From an optimization exercise on the open Yosys and OpenROAD flow, aimed at small area, a short achievable clock period and few clock cycles per item; shortcuts taken in it are not production practice.
Only simulation tests tie the RTL to the original design; equivalence was not proved.
Power figures rest on the tool's default switching activity, not on a simulated workload.

==> build 92: inputs <==
==> flow/design.v (excerpt) <==
module postfix_expression_evaluator #(
	parameter int STACK_DEPTH = pee_pkg::DEFAULT_STACK_DEPTH
) (
	input  wire logic        clk,
	input  wire logic        arst_n,
	input  wire logic        s_axis_tvalid,
	output logic             s_axis_tready,
	input  wire logic [7:0]  s_axis_tdata,    
	input  wire logic        s_axis_tlast,    
	output logic             m_axis_tvalid,
	input  wire logic        m_axis_tready,
	output logic [31:0]      m_axis_tdata,    
	output logic [1:0]       m_axis_tuser     
);
export LEC_CHECK = 0
export ABC_CLOCK_PERIOD_IN_PS = 3000
export CAP_MARGIN = 35
export CORE_MARGIN = 2
export CORE_UTILIZATION = 55
export CTS_BUF_LIST = sky130_fd_sc_hd__clkbuf_8
export CTS_CLUSTER_DIAMETER = 50
export CTS_CLUSTER_SIZE = 16
export SLEW_MARGIN = 35
create_clock -name core_clock -period 10.0 [get_ports {clk}]
standard.sh (not shown) runs the stock make flow with config.mk's settings and CLKGATE_MAP_FILE= SYNTH_SCRIPT=/design/flow/synth_recipe.tcl, a recipe that flattens the netlist after the stock synthesis.
==> flow/flow/run.sh <==
#!/bin/bash
set -euo pipefail
bash standard.sh SETUP_SLACK_MARGIN=6.4 finish > standard_flow.log 2>&1
==> inputs of trial 57, as changes to build 92 <==
- CORE_UTILIZATION: 55 -> 62
- PLACE_DENSITY: unset -> 0.72
==> comparison table <==
quantity	build 92	trial 57
Sequential cell fraction of total power	48.9%	53.2%
Share of total power in the clock network	23.7%	21.8%
Total Routed Length	85.40 mm	79.86 mm
Clock-pin slew on the worst setup and hold paths	80 ps	100 ps
Critical Path Sink Type	primary output	flop
Met3 WL post-DR	7.944 mm	9.390 mm
Flip-flop and latch power	3.22 mW	3.32 mW
Slew HR	40.23%	44.07%
Count of buffer and inverter cells on the critical path	3	2
Worst slack, placed	5528 ps	5284 ps
Critical path capture point	m_axis_tdata[1]	inv
First DRT Iteration DRCs	2727	3601
Via density per instance	6.954	7.214
Setup slack after layout	6434 ps	6421 ps
Total Die Area	51610 um^2	45880 um^2
Clk pwr	1.56 mW	1.36 mW
Tap cell count	664	592
Outcome	finished clean	finished clean
Height of the die	227.2 um	214.2 um
Non-clock buffer contribution to total cell area	5.240%	3.978%
Inserted Clock Buffers	54	50
Fill count	3897	3177
Number of antenna cells inserted	0	1
Instance area at placement	28540 um^2	28370 um^2
Testbench counts of build 92, summed over its fixed seeds: cycles 20,352, items 1,920.
Testbench counts of trial 57, summed over its fixed seeds: cycles 20,352, items 1,920.

========
==> inputs of run a <==
Another version of the RTL of postfix_expression_evaluator (not shown whole).
// postfix_expression_evaluator
module postfix_expression_evaluator #(
	parameter int STACK_DEPTH = pee_pkg::DEFAULT_STACK_DEPTH
) (
	input  wire logic        clk,
	input  wire logic        arst_n,
	input  wire logic        s_axis_tvalid,
	output logic             s_axis_tready,
	input  wire logic [7:0]  s_axis_tdata,    
	input  wire logic        s_axis_tlast,    
	output logic             m_axis_tvalid,
	input  wire logic        m_axis_tready,
	output logic [31:0]      m_axis_tdata,    
	output logic [1:0]       m_axis_tuser     
);
	localparam int MEM_N = STACK_DEPTH - 2;
	localparam int DEPTH_W = $clog2(STACK_DEPTH + 1);
	localparam int IDX_W = $clog2(MEM_N);
	localparam int W = pee_pkg::WORD_W;
	localparam int SYMB = 10;   
	logic h_v, s_v;
	logic [SYMB-1:0] h_q, s_q, in_dec;
	logic push, take;
	logic in_last, in_dig, in_add, in_sub, in_mul, in_div, in_oth, in_as;
	logic [3:0] in_val;
	assign in_dec = {s_axis_tlast,
		(s_axis_tdata >= pee_pkg::SYM_ZERO) && (s_axis_tdata <= pee_pkg::SYM_NINE),
		s_axis_tdata == pee_pkg::SYM_PLUS,
		s_axis_tdata == pee_pkg::SYM_MINUS,
		s_axis_tdata == pee_pkg::SYM_TIMES,
		s_axis_tdata == pee_pkg::SYM_SLASH,
		s_axis_tdata[3:0]};
	assign s_axis_tready = !s_v;
	assign push = s_axis_tvalid && !s_v;
	assign {in_last, in_dig, in_add, in_sub, in_mul, in_div, in_val} = h_q;
	assign in_oth = !(in_dig || in_add || in_sub || in_mul || in_div);
	assign in_as = in_add || in_sub;
	always_ff @(posedge clk or negedge arst_n) begin
		if (!arst_n) begin
			h_v <= 1'b0;
			s_v <= 1'b0;
		end else if (take) begin
			h_v <= s_v || push;
			s_v <= 1'b0;
  ...
==> flow/config.mk <==
export PLATFORM = sky130hd
export DESIGN_NAME = postfix_expression_evaluator
export DESIGN_NICKNAME = postfix_expression_evaluator
export VERILOG_FILES = /design/flow/design.v
export SDC_FILE = /design/flow/constraint.sdc
export NUM_CORES = 4
export LEC_CHECK = 0
export ABC_CLOCK_PERIOD_IN_PS = 3000
export CAP_MARGIN = 35
export CORE_MARGIN = 2
export CORE_UTILIZATION = 55
export SLEW_MARGIN = 35
==> flow/constraint.sdc <==
create_clock -name core_clock -period 10.0 [get_ports {clk}]
set_input_delay 2.0000 -clock core_clock [delete_from_list [all_inputs] [get_ports {clk}]]
set_output_delay 2.0000 -clock core_clock [all_outputs]
set_load 0.01 [all_outputs]
==> flow/flow/run.sh <==
#!/bin/bash
set -euo pipefail
bash standard.sh SETUP_SLACK_MARGIN=7 finish > standard_flow.log 2>&1
==> inputs of run b, as changes to run a <==
--- a/flow/design.v
+++ b/flow/design.v
@@ -64,15 +64,15 @@
 	assign h_nx = take ? (s_v ? s_q : in_dec) : (h_v ? h_q : in_dec);
 	always_ff @(posedge clk) begin
 		h_q <= h_nx;
 		if (push && h_v && !take) begin
 			s_q <= in_dec;
 		end
 	end
-	logic st_clear, st_idle, st_pop2, st_mul, st_divb, st_divc, st_div1, st_div2, st_divf;
+	logic st_clear, st_idle, st_pop2, st_mul, st_divb, st_div1, st_div2, st_divf;
 	logic [W-1:0] t_q, n_q, w_q;
 	logic [W-1:0] mem [MEM_N];
 	logic [DEPTH_W-1:0] d_q;
 	logic [4:0] cnt_q;
 	logic neg_q, cur_last_q, dz_q, ov_q, outp_q;
 	logic [W-1:0] popv;
 	logic pop_ones;
@@ -80,15 +80,20 @@
 	logic full, ge2, ge3;
 	logic [IDX_W-1:0] rd_idx, wr_idx;
 	assign full = (d_q == DEPTH_W'(STACK_DEPTH));
 	assign ge2 = (d_q >= DEPTH_W'(2));
 	assign ge3 = (d_q >= DEPTH_W'(3));
 	assign rd_idx = IDX_W'(d_q - DEPTH_W'(3));
 	assign wr_idx = IDX_W'(d_q - DEPTH_W'(2));
-	assign popv = mem[rd_idx] | {W{pop_ones}};
+	always_comb begin
+		popv = {W{pop_ones}};
+		for (int i = 0; i < MEM_N; i++) begin
+			popv = popv | ({W{rd_idx == IDX_W'(i)}} & mem[i]);
+		end
+	end
 	assign d_binop = ge2 ? (d_q - DEPTH_W'(1)) : DEPTH_W'(1);
 	assign d_pop = (d_q != '0) ? (d_q - DEPTH_W'(1)) : '0;
 	logic mul_done;
 	assign mul_done = (&t_q[W-1:1]) || !(|t_q[W-1:1]);
 	logic b_small, a_small, a_zero, div_fast;
 	logic [4:0] mb, ma, q5;
 	logic [5:0] sdiv6;
@@ -276,15 +281,37 @@
 	assign q5[4] = (sd_key == 10'd513);
 	assign sdiv6 = !a_small ? 6'd0 : (n_q[W-1] ^ t_q[W-1]) ? (6'd0 - {1'b0, q5}) : {1'b0, q5};
 	logic xs_n, xs_w, ys_t, ys_n, ys_n2, inv;
 	logic [W-1:0] x_op, y_op, sum;
 	logic cout;
 	assign x_op = ({W{xs_n}} & n_q) | ({W{xs_w}} & w_q);
 	assign y_op = ({W{ys_t}} & t_q) | ({W{ys_n}} & n_q) | ({W{ys_n2}} & {n_q[W-2:0], 1'b0});
-	assign {cout, sum} = {1'b0, x_op} + {1'b0, y_op ^ {W{inv}}} + {{W{1'b0}}, inv};
+	logic [W-1:0] y_x, pg_p, pg_g;
+	logic [W:0] kg [0:6];
+	logic [W:0] kp [0:6];
+	assign y_x = y_op ^ {W{inv}};
+	assign pg_p = x_op ^ y_x;
+	assign pg_g = x_op & y_x;
+	always_comb begin
+		kg[0] = {pg_g, inv};
+		kp[0] = {pg_p, 1'b0};
+		for (int l = 0; l < 6; l++) begin
+			for (int i = 0; i <= W; i++) begin
+				if (i >= (1 << l)) begin
+					kg[l+1][i] = kg[l][i] | (kp[l][i] & kg[l][i - (1 << l)]);
+					kp[l+1][i] = kp[l][i] & kp[l][i - (1 << l)];
+				end else begin
+					kg[l+1][i] = kg[l][i];
+					kp[l+1][i] = kp[l][i];
+				end
+			end
+		end
+	end
+	assign sum = pg_p ^ kg[6][W-1:0];
+	assign cout = kg[6][W];
 	logic pend, go, taken, p_dig, g_dig, g_push, g_bin, g_mstep, g_dslow, g_oth;
 	logic m_fin, m_step, d_ok, en, fin, last_now, clr;
 	assign pend = st_idle && outp_q;
 	assign go = st_idle && h_v && !outp_q;
 	assign taken = outp_q && m_axis_tready;
 	assign p_dig = pend && h_v && in_dig;
 	assign take = go || (p_dig && m_axis_tready);
@@ -301,36 +328,35 @@
 	assign en = !pend || m_axis_tready;
 	assign fin = p_dig || g_dig || g_bin || st_pop2 || m_fin || st_divf;
 	assign last_now = st_idle ? in_last : cur_last_q;
 	logic ts_sum, ts_n, ts_sh, ts_q, ts_sm, ts_hold;
 	logic ns_t, ns_pop, ns_l2, ns_l1, ns_r1, ns_hold;
 	logic w_en;
 	logic [5:0] s6;
-	assign ts_sum = (go && (in_as || (in_mul && mul_done))) || m_fin || st_divb || st_divf;
+	assign ts_sum = (go && (in_as || (in_mul && mul_done))) || g_dslow || m_fin || st_divf;
 	assign ts_n = g_oth || st_pop2;
 	assign ts_sh = g_mstep || m_step;
 	assign ts_q = st_div2;
-	assign ts_sm = clr || p_dig || g_push || (go && in_div && div_fast) || st_divc;
+	assign ts_sm = clr || p_dig || g_push || (go && in_div && div_fast) || st_divb;
 	assign ts_hold = !(ts_sum || ts_n || ts_sh || ts_q || ts_sm);
 	assign s6 = clr ? 6'h3F : (st_idle && in_dig) ? {2'b00, in_val} : (st_idle && in_div) ? sdiv6 : 6'd0;
-	assign ns_t = g_push || st_divc;
+	assign ns_t = g_push || st_divb;
 	assign ns_pop = clr || p_dig || g_bin || g_oth || st_pop2 || m_fin || st_divf;
 		assign ns_l2 = g_mstep || m_step;
 	assign ns_l1 = st_div1 && !n_q[W-1];
 	assign ns_r1 = st_div2;
 	assign ns_hold = !(ns_t || ns_pop || ns_l2 || ns_l1 || ns_r1);
 	assign pop_ones = !ge3 || clr || p_dig;
-	assign w_en = g_mstep || m_step || g_dslow || (st_div2 && cout);
-	logic nst_idle, nst_pop2, nst_mul, nst_divb, nst_divc, nst_div1, nst_div2, nst_divf;
+	assign w_en = g_mstep || m_step || st_divb || st_div2;
+	logic nst_idle, nst_pop2, nst_mul, nst_divb, nst_div1, nst_div2, nst_divf;
 	assign nst_idle = st_clear || (st_idle && !(g_mstep || g_dslow || g_oth)) || st_pop2 || m_fin || st_divf;
 	assign nst_pop2 = g_oth;
 	assign nst_mul = g_mstep || m_step;
 	assign nst_divb = g_dslow;
-	assign nst_divc = st_divb;
-	assign nst_div1 = st_divc || (st_div1 && d_ok);
+	assign nst_div1 = st_divb || (st_div1 && d_ok);
 	assign nst_div2 = (st_div1 && !d_ok) || (st_div2 && (cnt_q != 5'd0));
 	assign nst_divf = st_div2 && (cnt_q == 5'd0);
 	logic [W-1:0] t_oth, t_nx, n_nx;
 	assign t_oth = ({W{ts_n}} & n_q)
 		| ({W{ts_sh}} & {{2{t_q[W-1]}}, t_q[W-1:2]})
 		| ({W{ts_q}} & {t_q[W-2:0], cout})
 		| ({W{ts_sm && en}} & {{(W-6){s6[5]}}, s6})
@@ -344,22 +370,22 @@
 		| ({W{ns_hold || !en}} & n_q);
 	logic nh_add, nh_sub, nh_mul, nh_div, nh_as;
 	assign {nh_add, nh_sub, nh_mul, nh_div} = h_nx[7:4];
 	assign nh_as = nh_add || nh_sub;
 	always_ff @(posedge clk) begin
 		xs_n <= nst_idle && nh_as;
 		xs_w <= nst_mul || nst_div1 || nst_div2;
-		ys_t <= (nst_idle && nh_as) || nst_divb || nst_divf;
-		ys_n <= (nst_idle && ((nh_mul && t_nx[0]) || nh_div)) || (nst_mul && (t_q[2] ^ t_q[1])) || nst_div2;
+		ys_t <= (nst_idle && (nh_as || nh_div)) || nst_divf;
+		ys_n <= (nst_idle && nh_mul && t_nx[0]) || (nst_mul && (t_q[2] ^ t_q[1])) || nst_divb || nst_div2;
 		ys_n2 <= (nst_idle && nh_mul && t_nx[1] && !t_nx[0])
 			|| (nst_mul && ((t_q[3] && !t_q[2] && !t_q[1]) || (!t_q[3] && t_q[2] && t_q[1])))
 			|| nst_div1;
-		inv <= (nst_idle && (nh_sub || (nh_mul && t_nx[1]) || (nh_div && n_nx[W-1])))
+		inv <= (nst_idle && (nh_sub || (nh_mul && t_nx[1]) || (nh_div && t_nx[W-1])))
 			|| (nst_mul && t_q[3] && !(t_q[2] && t_q[1]))
-			|| (nst_divb && t_q[W-1]) || nst_div1 || nst_div2 || (nst_divf && neg_q);
+			|| (nst_divb && n_q[W-1]) || nst_div1 || (nst_div2 && (st_div1 || cout)) || (nst_divf && neg_q);
 	end
 	logic [DEPTH_W-1:0] d_d;
 	always_comb begin
 		d_d = d_q;
 		if (clr) begin
 			d_d = '0;
 		end else if (p_dig) begin
@@ -375,29 +401,27 @@
 	always_ff @(posedge clk or negedge arst_n) begin
 		if (!arst_n) begin
 			st_clear <= 1'b1;
 			st_idle <= 1'b0;
 			st_pop2 <= 1'b0;
 			st_mul <= 1'b0;
 			st_divb <= 1'b0;
-			st_divc <= 1'b0;
 			st_div1 <= 1'b0;
 			st_div2 <= 1'b0;
 			st_divf <= 1'b0;
 			d_q <= '0;
 			dz_q <= 1'b0;
 			ov_q <= 1'b0;
 			outp_q <= 1'b0;
 		end else begin
 			st_clear <= 1'b0;
 			st_idle <= nst_idle;
 			st_pop2 <= nst_pop2;
 			st_mul <= nst_mul;
 			st_divb <= nst_divb;
-			st_divc <= nst_divc;
 			st_div1 <= nst_div1;
 			st_div2 <= nst_div2;
 			st_divf <= nst_divf;
 			if (en) begin
 				d_q <= d_d;
 			end
 			if (st_clear || taken) begin
@@ -416,15 +440,15 @@
 	end
 	always_ff @(posedge clk) begin
 		t_q <= t_nx;
 		n_q <= n_nx;
 		if (w_en) begin
 			w_q <= sum;
 		end
-		if (st_divc) begin
+		if (st_divb) begin
 			cnt_q <= '0;
 		end else if (st_div1 && !n_q[W-1]) begin
 			cnt_q <= cnt_q + 5'd1;
 		end else if (st_div2) begin
 			cnt_q <= cnt_q - 5'd1;
 		end
 		if (g_dslow) begin
==> flow/flow/run.sh (replaced) <==
#!/bin/bash
set -euo pipefail
bash standard.sh SETUP_SLACK_MARGIN=6.6 finish > standard_flow.log 2>&1
CORE_UTILIZATION = 62   (was 55)
CTS_BUF_LIST = sky130_fd_sc_hd__clkbuf_8   (was not set)
CTS_CLUSTER_DIAMETER = 50   (was not set)
CTS_CLUSTER_SIZE = 16   (was not set)
PLACE_DENSITY = 0.72   (was not set)
==> run notes <==
metric	run a	run b
# Post-CTS Setup Buffers	141	77
Critical path destination	w_q[28]	t_q[27]
Multi-input gate share of total cell area	34.03%	33.02%
Outcome	finished clean	finished clean
Register bit count reported by yosys	596	595
Summed area of non-filler cells in the final layout	35560 sq um	31310 sq um
Pin count of the biggest net entering global routing	65	72
# nets final	2316	2366
Highest metal layer with signal wires	met4	met5
Power Combinational	502 uW	1.71 mW
Final cell count without fillers	2981	2924
Number of non-clock buffers	330	224
Clock insertion delay at the later pin of the skew report	0.64 ns	0.72 ns
Worst-case setup margin in the final layout	6.066 ns	6.418 ns
Wire length of the first global-routing pass	124600 um	122700 um
Compound-cell area share of the yosys netlist	12.95%	18.08%
Total wire length after detailed routing	86140 um	82920 um
Initial Util	55.54%	62.35%
Routed length per instance	28.89 um	28.36 um
Slack of the worst reg-to-reg path	6.07 ns	6.42 ns
Met3 demand-to-capacity share in global routing	3.900%	6.298%
CORE AREA	51200 sq um	43930 sq um
Static leakage	12.16 nW	10.73 nW
Testbench counts of run a, summed over its fixed seeds: cycles 20,462, items 1,920.
Testbench counts of run b, summed over its fixed seeds: cycles 20,352, items 1,920.

-- port drivers added, routing unchanged --
In the flow no input, the clock included, has a driving cell. The finished layouts below were timed again as built, in two steps.
Step 1 sets driving cells, clkbuf_16 on the clock port and buf_2 on the other inputs (assumed; they add their load-dependent delay and slew).
Step 2 also shifts input and output timing later by t, the mid clock arrival at the registers, as if the neighbouring blocks saw the same clock.
a / b / c = ideal ports / drivers / drivers and shift; a / b = the first two.
run	t (ns)	setup WS [ns]	clock arrival spread, ns	pins driven straight from the clock port
build 92	0.736	6.434 / 6.381 / 5.780	0.052 / 0.051	1
trial 57	0.732	6.421 / 6.409 / 5.764	0.050 / 0.050	1
run a	0.687	6.066 / 6.066 / 5.941	0.035 / 0.034	1
run b	0.754	6.418 / 6.418 / 5.835	0.045 / 0.045	1
After both steps every run listed still meets setup and hold. The setup slack of trial 57, which loses most, moves by -0.012 ns with the drivers and by -0.657 ns with both steps.
